What follows belongs to an exercise in optimizing a design on an open flow for small area, a short achievable clock period and few clock cycles per item; a production flow would make more cautious choices.
The RTL was checked by simulation tests, not by an equivalence proof against the original design.

### flow/run.sh
#!/bin/bash
# synth_recipe.tcl (not shown) runs the flow's synth.tcl, then flattens the netlist and writes it again
# the make line also repeats each setting of config.mk as NAME=value (left out here)
make -C /OpenROAD-flow-scripts/flow DESIGN_CONFIG=/design/flow/config.mk WORK_HOME=/design/flow/orfs CLKGATE_MAP_FILE= SYNTH_SCRIPT=/design/flow/synth_recipe.tcl finish
### flow/config.mk
export PLATFORM = sky130hd
export DESIGN_NAME = sub_bytes_engine
export DESIGN_NICKNAME = sub_bytes_engine
export VERILOG_FILES = /design/flow/design.v
export SDC_FILE = /design/flow/constraint.sdc
export NUM_CORES = 4
export LEC_CHECK = 0
export CAP_MARGIN = 20
export CORE_MARGIN = 2
export CORE_UTILIZATION = 40
export SLEW_MARGIN = 20
### flow/constraint.sdc
create_clock -name core_clock -period 7.5 [get_ports {clk}]
set_input_delay 1.5000 -clock core_clock [delete_from_list [all_inputs] [get_ports {clk}]]
set_output_delay 1.5000 -clock core_clock [all_outputs]
set_load 0.01 [all_outputs]
### flow/design.v
module sub_bytes_engine #(
   parameter int WORD_BYTES = 16,
   parameter int LANES      = 1,
   parameter int INVERSE_EN = 1
) (
   input  logic                    clk,
   input  logic                    rst_n,
   input  logic                    in_valid,
   output logic                    in_ready,
   input  logic [8*WORD_BYTES-1:0] in_data,
   input  logic                    in_inv,
   output logic                    out_valid,
   input  logic                    out_ready,
   output logic [8*WORD_BYTES-1:0] out_data,
   output logic                    busy
);
   localparam int GROUPS = (LANES > 0) ? WORD_BYTES / LANES : 1;
   localparam int CNT_W  = (GROUPS > 1) ? $clog2(GROUPS) : 1;
   if (LANES == 0) begin : g_bad_lanes
      $error("sub_bytes_engine: LANES must be nonzero");
   end else if (WORD_BYTES % LANES != 0) begin : g_bad_ratio
      $error("sub_bytes_engine: WORD_BYTES must be a multiple of LANES");
   end
   localparam logic [2047:0] FWD_TABLE = {
      128'h637c777bf26b6fc53001672bfed7ab76, 128'hca82c97dfa5947f0add4a2af9ca472c0,
      128'hb7fd9326363ff7cc34a5e5f171d83115, 128'h04c723c31896059a071280e2eb27b275,
      128'h09832c1a1b6e5aa0523bd6b329e32f84, 128'h53d100ed20fcb15b6acbbe394a4c58cf,
      128'hd0efaafb434d338545f9027f503c9fa8, 128'h51a3408f929d38f5bcb6da2110fff3d2,
      128'hcd0c13ec5f974417c4a77e3d645d1973, 128'h60814fdc222a908846eeb814de5e0bdb,
      128'he0323a0a4906245cc2d3ac629195e479, 128'he7c8376d8dd54ea96c56f4ea657aae08,
      128'hba78252e1ca6b4c6e8dd741f4bbd8b8a, 128'h703eb5664803f60e613557b986c11d9e,
      128'he1f8981169d98e949b1e87e9ce5528df, 128'h8ca1890dbfe6426841992d0fb054bb16
   };
   localparam logic [2047:0] INV_TABLE = {
      128'h52096ad53036a538bf40a39e81f3d7fb, 128'h7ce339829b2fff87348e4344c4dee9cb,
      128'h547b9432a6c2233dee4c950b42fac34e, 128'h082ea16628d924b2765ba2496d8bd125,
      128'h72f8f66486689816d4a45ccc5d65b692, 128'h6c704850fdedb9da5e154657a78d9d84,
      128'h90d8ab008cbcd30af7e45805b8b34506, 128'hd02c1e8fca3f0f02c1afbd0301138a6b,
      128'h3a9111414f67dcea97f2cfcef0b4e673, 128'h96ac7422e7ad3585e2f937e81c75df6e,
      128'h47f11a711d29c5896fb7620eaa18be1b, 128'hfc563e4bc6d279209adbc0fe78cd5af4,
      128'h1fdda8338807c731b11210592780ec5f, 128'h60517fa919b54a0d2de57a9f93c99cef,
      128'ha0e03b4dae2af5b0c8ebbb3c83539961, 128'h172b047eba77d626e169146355210c7d
   };
   function automatic logic [7:0] sub_byte(input logic [7:0] b, input logic inv);
      if (INVERSE_EN != 0 && inv) sub_byte = INV_TABLE[2047 - 8*b -: 8];
      else sub_byte = FWD_TABLE[2047 - 8*b -: 8];
   endfunction
   typedef enum logic [1:0] {IDLE, SUB, DONE} state_t;
   state_t                  state_q, state_d;
   logic [CNT_W-1:0]        cnt_q, cnt_d;
   logic [8*WORD_BYTES-1:0] data_q, data_d;
   logic                    inv_q, inv_d;
   always_comb begin
      int idx;
      state_d = state_q;
      cnt_d   = cnt_q;
      data_d  = data_q;
      inv_d   = inv_q;
      idx     = 0;
      unique case (state_q)
         IDLE: begin
            if (in_valid) begin
               data_d  = in_data;
               inv_d   = in_inv & (INVERSE_EN != 0);
               cnt_d   = '0;
               state_d = SUB;
            end
         end
         SUB: begin
            for (int l = 0; l < LANES; l++) begin
               idx = cnt_q * LANES + l;
               data_d[8*idx +: 8] = sub_byte(data_q[8*idx +: 8], inv_q);
            end
            cnt_d = cnt_q + CNT_W'(1);
            if (cnt_q == GROUPS - 1) state_d = DONE;
         end
         DONE: begin
            if (out_ready) state_d = IDLE;
         end
         default: state_d = IDLE;
      endcase
   end
   always_ff @(posedge clk or negedge rst_n) begin
      if (!rst_n) begin
         state_q <= IDLE;
         cnt_q   <= '0;
         data_q  <= '0;
         inv_q   <= 1'b0;
      end else begin
         state_q <= state_d;
         cnt_q   <= cnt_d;
         data_q  <= data_d;
         inv_q   <= inv_d;
      end
   end
   assign in_ready  = (state_q == IDLE);
   assign out_valid = (state_q == DONE);
   assign busy      = (state_q != IDLE);
   assign out_data  = data_q;
endmodule
==> run summary <==
==> sequential cells by signal, indices dropped and copies added (netlist names) <==
| register | cells |
|---|---|
| cnt_q | 4 |
| inv_q | 1 |
| state_q | 2 |
| data_q | 128 |
==> synth_stat cells (6+ instances only) <==
master,instances
nand2_1,211
o21ai_0,166
a21oi_1,147
dfrtp_1,135
nor2_1,130
a22oi_1,125
clkbuf_1,118
a31oi_1,69
nand3_1,66
mux2i_1,53
nor3_1,47
o31ai_1,39
o211ai_1,35
buf_2,34
a211oi_1,33
ha_1,29
nand4_1,28
buf_4,23
o21ai_1,20
a311oi_1,19
nor2b_1,19
o22ai_1,19
o311ai_0,19
nand2b_1,18
o2111ai_1,17
mux4_2,15
o221ai_1,15
inv_1,14
or3_1,14
and2_1,13
buf_1,13
xnor2_1,12
o21ai_2,11
or2_2,11
a221oi_1,10
mux4_1,10
o32ai_1,10
a211o_1,9
a32oi_1,9
and3_1,9
a2111oi_0,8
a21o_1,8
nor4_1,8
buf_6,6
mux2_2,6
==> stage by stage <==
step | cells | instance area, um^2 | utilization | hold slack (ns)
4_1_cts | 2591 | 18420 | 0.5067 | 0.5337
3_3_place_gp | 2560 | 17850 | 0.4910 | 0.5134
5_1_grt | 2592 | 18430 | 0.5071 | 0.5615
3_5_place_dp | 2560 | 17850 | 0.4912 | 0.5238
6_report | 2593 | 18430 | 0.5071 | 0.5406
2_1_floorplan | 1927 | 14690 | - | 0.5503
==> cell families after synthesis <==
family	Yosys count
and+or+nand+nor	606
muxes	84
xor gates and xnor gates	15
buffers and inverters	214
adders and majority gates	29
AOI/OAI and AO/OA	844
DFF	135
==> layout make-up <==
cell class	instances	area, um^2
timing repair buffer	363	3420
multi-input combinational	1578	10420
tap	468	585.6
sequential	135	3381
clock inverter	12	120.1
clock buffer	19	442.9
antenna	1	2.502
fill	3535	17910
inverter	17	66.31
==> worst max-delay path, delay by kind of cell, from the launching register on <==
family	cells	cell delay [ns]
compound gates	7	2.87
fa+ha+maj	2	0.42
buf+inv	2	0.66
flops	1	1.02
mux	1	0.65
simple gates	3	1.14
==> how the worst max path moves through the flow <==
stage                        to  slack (ns)  depth (start not counted)
finish               data_q[57]        0.51                         15
floorplan           data_q[124]        1.90                         24
detailed placement   data_q[57]        0.97                         15
global placement     data_q[57]        1.02                         15
CTS                  data_q[57]        0.90                         15
global route         data_q[57]        0.47                         15
==> layout by cell type (no fill, tap or decap), types with 18 or more instances in the layout <==
cell,netlist,layout
a21oi_1,147,147
nand3_1,66,66
nor2b_1,19,18
nor3_1,47,46
nand4_1,28,28
nor2_1,130,129
o22ai_1,19,19
a211oi_1,33,33
a311oi_1,19,19
ha_1,29,27
o21ai_0,166,166
nand2_1,211,211
o21ai_1,20,20
o31ai_1,39,39
a31oi_1,69,69
clkdlybuf4s50_1,0,262
a22oi_1,125,125
buf_4,23,96
dfrtp_1,135,133
o211ai_1,35,35
mux2i_1,53,52
o311ai_0,19,18
==> per-layer routing <==
layer	vias up	global-route usage	routed length [um]	part of all wire
met3	541	0.2318	16550	0.17
met4	12	0.2737	6865	0.072
li1	7880	-	-	-
met5	-	0.006386	109	0.0011
met2	2136	0.6663	37040	0.39
met1	9493	0.6336	35350	0.37
==> results.ini <==
[timing]
rsz0062_at_grt=false
layout_min_cycle_time_ns=6.990
finalCritPeriodShare=0.9320
worst_slack_ns=0.5104
finalClockSkew_ns=0.01092
clock.fmax_mhz=143.1
worst_pin_slew_ns=1.317
setup_tns_ns=0
final_max_slew_viol_count=0
setup_violations=0
slew_headroom=0.1185
hold_viol=0

[setup_path]
r2r_start=cnt_q[0]
critPathKind=register to register
critPathRequiredTime_ns=7.84
cpMaxStageDelayCell=dfrtp_2
cpPeakStageDelay_ns=1.02
reg2reg_to=data_q[57]
reg2reg_depth=15
crit_start=cnt_q[0]
cp_cell_sequence=mux4_1 > nand3_1 > and4_1 > ha_1 > buf_4 > ha_4 > buf_12 > or2_2 > a21oi_1 > a31oi_1 > o21ai_0 > o31a_1 > a211oi_2 > o311ai_0 > a22oi_1
endpoint_kind=register
cp_data_arrival_time_ns=7.33
path_max_fanout=128
reg2reg_slack_ns=0.51
worst_setup_path_start_kind=register

[synthesis]
synth_xor_area_frac=0.01073
yosysUniqueCellTypes=101
syn-instance-count=1927
ys_top_cells_by_area=dfrtp_1, a22oi_1, o21ai_0
async_flop_share=1.000
ys_seq_area_frac=0.2300
syn-cell-area_um2=14690
ys_ff_latch=135
syn_nets=2089
synth_compound_area_frac=0.3887
synthSimpleGateAreaFrac=0.1962
post-synth-top-area-fraction=0.2300
syn_avg_cell_area_um2=7.621
synth_top_area_cell=dfrtp_1
synth.area.mux_share=0.08162
synthFlopType=dfrtp_1
synth_top_family_by_area=compound AO/OA/AOI/OAI gates
synth-edff-count=0
synth_warnings=1
synth_fa_ha_area_frac=0.02471

[detailed_routing]
postRouteAntennaNets=0
drt-pass1-iter-count=8
wl_per_cell_um=36.99
route.detailed.drc=0
drt_iter0_markers=4191
vias=20060
via_per_inst=7.737
wl_mm=95.92

[floorplanning]
die_h_um=195.6
start_util=0.4041
row_count=70
dieArea_um2=38270
coreArea_um2=36350
die_w_um=195.6
io_pins=264

[global_routing]
grt_util_all_layers=0.4906
grt_pass1_vias=18920
grt_overflow=0
antenna_found_initial=6
grt_max_degree=178
grt_pass1_wl_mm=136.5

[run_status]
status=complete, no violations

[clock_tree]
cts-resized-gates=0
postCtsSetupRepairBufs=0
insertion_delay_ns=0.44
path_clk_slew_ns=0.06
cts.sinks=135
cts_htree_levels=4
cts_buffers=17
cts_buffer_depth=2
cts-root-buf=clkbuf_16
ctsHoldBuffers=0
cts_tree=done

[hold_path]
hold-path-cell-count=2
holdCritStartpoint=data_q[90]
min_to=data_q[90]
min_path_type=register to register

[layout]
syn2layout_area_growth_pct=25.51
layout.nets=2274
drive_above_1_share=0.1069

[placed_design]
dp_hpwl_mm=69.42
portBuffers=263
place_congestion=1.163
pre_cts_slack_ns=0.9668

[run]
max_cap_viol_count=0

Testbench counts, summed over its fixed seeds: cycles 28,800, items 1,600.

port drivers added, routing unchanged:
How much do the figures lean on ideal ports? The routed layout below was timed once more, with nothing changed but the port constraints. Step 1 (the two cells are an assumption about what drives the block):
set clk [get_ports {clk}]
set_driving_cell -lib_cell sky130_fd_sc_hd__clkbuf_16 $clk
set_driving_cell -lib_cell sky130_fd_sc_hd__buf_2 [delete_from_list [all_inputs] $clk]
Step 2 adds t to the input delays and takes it off the output delays; t is the mean of the earliest and latest rising clock arrival at the registers after step 1. Input paths then give back, and output paths get back, about the clock's delay inside the block. Slacks: no drivers / after step 1 / after step 2; pairs: no drivers / after step 1.
t (ns): 0.484
setup WS [ns]: 0.510 / 0.510 / 0.510
latest minus earliest clock arrival (ns): 0.011 / 0.011
After both steps this run still meets setup and hold. For this run, drivers alone change the setup slack by 0.000 ns; drivers and shift together by 0.000 ns.
